From an optimization exercise on the open Yosys and OpenROAD flow, aimed at small area and a short achievable clock period; shortcuts taken in it are not production practice.
Function was checked by simulation only, so behaviour that the tests miss may differ from the original.
Power and IR drop assume default switching activity.

==> flow/design.v <==
package exe_pkg;
  localparam int xlen = 64;
endpackage
`timescale 1ns/1ns
module exe_add #(
  parameter int W    = 64,
  parameter int KIND = 0,
  parameter int LOGW = 6
) (
  input  logic [W-1:0] a,
  input  logic [W-1:0] b,
  input  logic         cin,
  output logic [W-1:0] sum,
  output logic         cout,
  output logic [W-1:0] p,
  output logic [W-1:0] g,
  output logic         pall
);
  logic [W-1:0] gg, pp, t;
  always_comb begin
    p  = a ^ b;
    g  = a & b;
    gg = g;
    pp = p;
    gg[0] = g[0] | (p[0] & cin);
    if (KIND == 0) begin
      for (int l = 0; (1 << l) < W; l++)
        for (int i = (2 << l) - 1; i < W; i += (2 << l)) begin
          gg[i] = gg[i] | (pp[i] & gg[i - (1 << l)]);
          pp[i] = pp[i] & pp[i - (1 << l)];
        end
      for (int l = LOGW - 2; l >= 0; l--)
        for (int i = 3 * (1 << l) - 1; i < W; i += (2 << l)) begin
          gg[i] = gg[i] | (pp[i] & gg[i - (1 << l)]);
          pp[i] = pp[i] & pp[i - (1 << l)];
        end
    end else if (KIND == 1) begin
      for (int l = 0; (1 << l) < W; l++)
        for (int i = 0; i < W; i++)
          if ((i >> l) & 1) begin
            gg[i] = gg[i] | (pp[i] & gg[((i >> l) << l) - 1]);
            pp[i] = pp[i] & pp[((i >> l) << l) - 1];
          end
    end else begin
      for (int l = 0; (1 << l) < W; l++) begin
        t = gg;
        for (int i = W - 1; i >= (1 << l); i--) begin
          gg[i] = gg[i] | (pp[i] & t[i - (1 << l)]);
          pp[i] = pp[i] & pp[i - (1 << l)];
        end
      end
    end
    sum  = p ^ {gg[W-2:0], cin};
    cout = gg[W-1];
    pall = &p;
  end
endmodule
`timescale 1ns/1ns
module exe_top (
  input  logic        clk,
  input  logic        arst_n,
  input  logic        insn_valid,
  input  logic [63:0] insn_pc,
  input  logic [31:0] insn_word,
  input  logic [63:0] insn_imm,
  input  logic [63:0] insn_src1,
  input  logic [63:0] insn_src2,
  input  logic [4:0]  insn_rd,
  output logic        wb_valid,
  output logic [4:0]  wb_rd,
  output logic [63:0] wb_data,
  output logic        wb_long,
  output logic        redirect_valid,
  output logic [63:0] redirect_target,
  output logic        mem_valid,
  output logic [63:0] mem_addr,
  output logic [63:0] mem_data,
  output logic [3:0]  mem_op,
  output logic [4:0]  mem_rd
);
  localparam int AKIND = 0;
  logic [63:0] expect_pc;
  logic [63:0] res_q;
  logic [63:0] data_q;
  logic [4:0]  rd_q;
  logic [3:0]  op_q;
  logic [6:0] opc;
  logic [2:0] f3;
  logic [6:0] f7;
  assign opc = insn_word[6:0];
  assign f3  = insn_word[14:12];
  assign f7  = insn_word[31:25];
  logic q11, f7z, f7a, f6z, f6a;
  assign q11 = opc[1:0] == 2'b11;
  assign f7z = f7 == 7'b0000000;
  assign f7a = f7 == 7'b0100000;
  assign f6z = f7[6:1] == 6'b000000;
  assign f6a = f7[6:1] == 6'b010000;
  logic c_op, c_opimm, c_op32, c_opimm32, c_auipc, c_branch, c_jal, c_jalr, c_load, c_store;
  assign c_op      = q11 && opc[6:2] == 5'b01100;
  assign c_opimm   = q11 && opc[6:2] == 5'b00100;
  assign c_op32    = q11 && opc[6:2] == 5'b01110;
  assign c_opimm32 = q11 && opc[6:2] == 5'b00110;
  assign c_auipc   = q11 && opc[6:2] == 5'b00101;
  assign c_branch  = q11 && opc[6:2] == 5'b11000;
  assign c_jalr    = q11 && opc[6:2] == 5'b11001;
  assign c_jal     = q11 && opc[6:2] == 5'b11011;
  assign c_load    = q11 && opc[6:2] == 5'b00000;
  assign c_store   = q11 && opc[6:2] == 5'b01000;
  logic ok_op, ok_opimm, ok_op32, ok_opimm32;
  assign ok_op      = f7z || (f7a && (f3 == 3'd0 || f3 == 3'd5));
  assign ok_opimm   = (f3 == 3'd1) ? f6z : (f3 == 3'd5) ? (f6z || f6a) : 1'b1;
  assign ok_op32    = (f7z && (f3 == 3'd0 || f3 == 3'd1 || f3 == 3'd5)) ||
                      (f7a && (f3 == 3'd0 || f3 == 3'd5));
  assign ok_opimm32 = (f3 == 3'd0) || (f3 == 3'd1 && f7z) || (f3 == 3'd5 && (f7z || f7a));
  logic is_wb, is_mem, is_br, is_jmp;
  assign is_wb  = (c_op && ok_op) || (c_opimm && ok_opimm) || (c_op32 && ok_op32) ||
                  (c_opimm32 && ok_opimm32) || c_auipc || c_jal || (c_jalr && f3 == 3'd0);
  assign is_mem = (c_load && f3 != 3'd7) || (c_store && !f3[2]);
  assign is_br  = c_branch && (f3[2] || !f3[1]);
  assign is_jmp = c_jal || (c_jalr && f3 == 3'd0);
  logic use_src2, use_pc, word, sub, left, arith;
  assign use_src2 = opc[5] && opc[4];
  assign use_pc   = (opc[6] ^ opc[2]) || (opc[6] && opc[3]);
  assign word     = opc[3] && !opc[6];
  assign sub      = opc[5] && opc[4] && insn_word[30];
  assign left     = !f3[2];
  assign arith    = insn_word[30];
  logic [63:0] a, b, bx, sum, ap, ag;
  logic        cout_unused;
  assign a  = use_pc ? expect_pc : insn_src1;
  assign b  = use_src2 ? insn_src2 : insn_imm;
  assign bx = use_src2 ? (insn_src2 ^ {64{insn_word[30]}}) : insn_imm;
  exe_add #(.W(64), .KIND(AKIND)) add_a (.a(a), .b(bx), .cin(sub), .sum(sum), .cout(cout_unused), .p(ap), .g(ag), .pall());
  logic [63:0] cb;
  logic geu_c, ltu, lts, eq, cond;
  assign cb   = opc[5] ? insn_src2 : insn_imm;
  exe_add #(.W(64), .KIND(AKIND)) cmp_b (.a(insn_src1), .b(~cb), .cin(1'b1), .sum(), .cout(geu_c), .p(), .g(), .pall(eq));
  assign ltu  = !geu_c;
  assign lts  = (insn_src1[63] ^ cb[63]) ? insn_src1[63] : ltu;
  assign cond = f3[2] ? ((f3[1] ? ltu : lts) ^ f3[0]) : (eq ^ f3[0]);
  logic [63:0] a_prep, sh_in, sh_out;
  logic [5:0]  amt;
  logic        fill;
  assign a_prep = word ? {{32{arith && insn_src1[31]}}, insn_src1[31:0]} : insn_src1;
  always_comb for (int i = 0; i < 64; i++) sh_in[i] = left ? a_prep[63-i] : a_prep[i];
  assign fill = arith && !left && a_prep[63];
  assign amt  = {b[5] && !word, b[4:0]};
  always_comb begin
    logic [63:0] t;
    t = sh_in;
    for (int k = 0; k < 6; k++)
      for (int i = 0; i < 64; i++)
        if (amt[k]) t[i] = (i + (1 << k) < 64) ? t[i + (1 << k)] : fill;
    sh_out = t;
  end
  logic [63:0] link;
  logic [3:0] grp_all, grp_cin;
  always_comb begin
    for (int j = 0; j < 4; j++) begin
      grp_all[j] = 1'b1;
      for (int k = 0; k < 16; k++)
        if (16*j + k >= 2) grp_all[j] = grp_all[j] & expect_pc[16*j + k];
    end
    grp_cin[0] = 1'b1;
    for (int j = 1; j < 4; j++) grp_cin[j] = grp_cin[j-1] & grp_all[j-1];
    link[1:0] = expect_pc[1:0];
    for (int j = 0; j < 4; j++) begin
      logic c;
      c = grp_cin[j];
      for (int k = 0; k < 16; k++)
        if (16*j + k >= 2) begin
          link[16*j + k] = expect_pc[16*j + k] ^ c;
          c = c & expect_pc[16*j + k];
        end
    end
  end
  logic s_link, s_sum, s_sll, s_slt, s_srl, s_px, s_ga;
  assign s_link = opc[2] && opc[6];
  assign s_sum  = (opc[2] && !opc[6]) || (!opc[2] && (!opc[4] || f3 == 3'd0));
  assign s_sll  = !opc[2] && opc[4] && f3 == 3'd1;
  assign s_slt  = !opc[2] && opc[4] && f3[2:1] == 2'b01;
  assign s_srl  = !opc[2] && opc[4] && f3 == 3'd5;
  assign s_px   = !opc[2] && opc[4] && (f3 == 3'd4 || f3 == 3'd6);
  assign s_ga   = !opc[2] && opc[4] && f3[2:1] == 2'b11;
  logic [63:0] r;
  always_comb begin
    for (int i = 0; i < 64; i++)
      r[i] = (s_link && link[i]) || (s_sum && sum[i]) ||
             (s_sll && sh_out[63-i]) || (s_srl && sh_out[i]) ||
             (s_px && ap[i]) || (s_ga && ag[i]);
    r[0] = r[0] || (s_slt && (f3[0] ? ltu : lts));
  end
  logic accept, take;
  assign accept = insn_valid && insn_pc == expect_pc;
  assign take   = is_jmp || (is_br && cond);
  logic n_hold, n_link, n_tgt, jalr_sel;
  logic [63:0] nxt_pc;
  assign n_hold   = !accept;
  assign n_link   = accept && !take;
  assign n_tgt    = accept && take;
  assign jalr_sel = opc[2] && !opc[3];
  always_comb begin
    for (int i = 0; i < 64; i++)
      nxt_pc[i] = (n_hold && expect_pc[i]) || (n_link && link[i]) || (n_tgt && sum[i]);
    nxt_pc[0] = (n_hold && expect_pc[0]) || (n_link && link[0]) || (n_tgt && sum[0] && !jalr_sel);
  end
  always_ff @(posedge clk or negedge arst_n) begin
    if (!arst_n) begin
      expect_pc      <= 64'd0;
      wb_valid       <= 1'b0;
      redirect_valid <= 1'b0;
      mem_valid      <= 1'b0;
    end else begin
      wb_valid       <= accept && is_wb;
      redirect_valid <= accept && take;
      mem_valid      <= accept && is_mem;
      expect_pc      <= nxt_pc;
    end
  end
  always_ff @(posedge clk) begin
    res_q  <= word ? {{32{r[31]}}, r[31:0]} : r;
    data_q <= opc[5] ? insn_src2 : 64'd0;
    rd_q   <= (opc[5] && !opc[4] && !opc[6]) ? 5'd0 : insn_rd;
    op_q   <= {(!opc[6] && !opc[4] && !opc[2]) ? opc[5] : !word, f3};
  end
  assign wb_rd           = rd_q;
  assign wb_data         = res_q;
  assign wb_long         = op_q[3];
  assign redirect_target = expect_pc;
  assign mem_addr        = res_q;
  assign mem_data        = data_q;
  assign mem_op          = op_q;
  assign mem_rd          = rd_q;
endmodule
Settings: LEC_CHECK=0, ABC_AREA=1, CAP_MARGIN=20, CORE_MARGIN=2, CORE_UTILIZATION=35, PLACE_DENSITY=0.75, SETUP_SLACK_MARGIN=5, SLEW_MARGIN=20, TNS_END_PERCENT=0; clock period 10.0 ns.
standard.sh (not shown) runs the stock make flow with config.mk's settings and CLKGATE_MAP_FILE= SYNTH_SCRIPT=/design/flow/synth_recipe.tcl, a recipe that flattens the netlist after the stock synthesis.
==> flow/flow/run.sh <==
#!/bin/bash
# Standard layout (the standard.sh) with these changes:
#  - ADDER_MAP_FILE empty: Yosys does not pre-map full/half adders, so ABC
#    sees and times the whole datapath (registers are untouched)
#  - repair_timing aims for 6 ns of setup slack, on the worst path only
#    (TNS_END_PERCENT 0 in config.mk)
#  - port buffers use the smallest buffer; repair_design/repair_timing size them
set -euo pipefail
bash standard.sh ADDER_MAP_FILE= SETUP_SLACK_MARGIN=6 'BUFFER_PORTS_ARGS=-buffer_cell sky130_fd_sc_hd__buf_1' finish > standard.log 2>&1
The baseline completed without violations.
Then changed:
==> flow/run.sh (new file) <==
#!/bin/bash
# synth_recipe.tcl (not shown) runs the flow's synth.tcl, then flattens the netlist and writes it again
# the make line also repeats each setting of config.mk as NAME=value (left out here)
make -C /OpenROAD-flow-scripts/flow DESIGN_CONFIG=/design/flow/config.mk WORK_HOME=/design/flow/orfs CLKGATE_MAP_FILE= SYNTH_SCRIPT=/design/flow/synth_recipe.tcl finish
removed: flow/flow/run.sh
removed: flow/standard.sh
After rerunning: The changed run went through all stages and came out clean. Cell area grows by 10%. Clock power drops by about 4%. Setup slack loses 1.5 ns. Power rose by 11%. Via count fell by 3.4%. Flip-flop and latch count does not change. Non-clock buffer count is lower by 66.

[static timing again, ports no longer ideal]
The results above use ideal ports. As a check the final layouts listed here were re-extracted and re-timed, cells and wires unchanged. Step 1, drivers: a clkbuf_16 drives clk and a buf_2 each remaining input, both assumed. Step 2, shift: input delay + t, output delay - t, t = (earliest + latest rising clock arrival at the registers) / 2. This alone moves slack from input paths to output paths. Three values: ideal, step 1, step 2; two values: the first two.
| run | t, ns | setup WS [ns] | latest minus earliest clock arrival (ns) |
|---|---|---|---|
| the first run | 0.657 | 4.976 / 4.917 / 4.261 | 0.020 / 0.019 |
| the second run | 0.655 | 3.481 / 3.481 / 2.923 | 0.029 / 0.029 |
After both steps setup and hold are still met in every run listed. The setup slack of the first run, which loses most, moves by -0.059 ns with the drivers and by -0.715 ns with both steps.
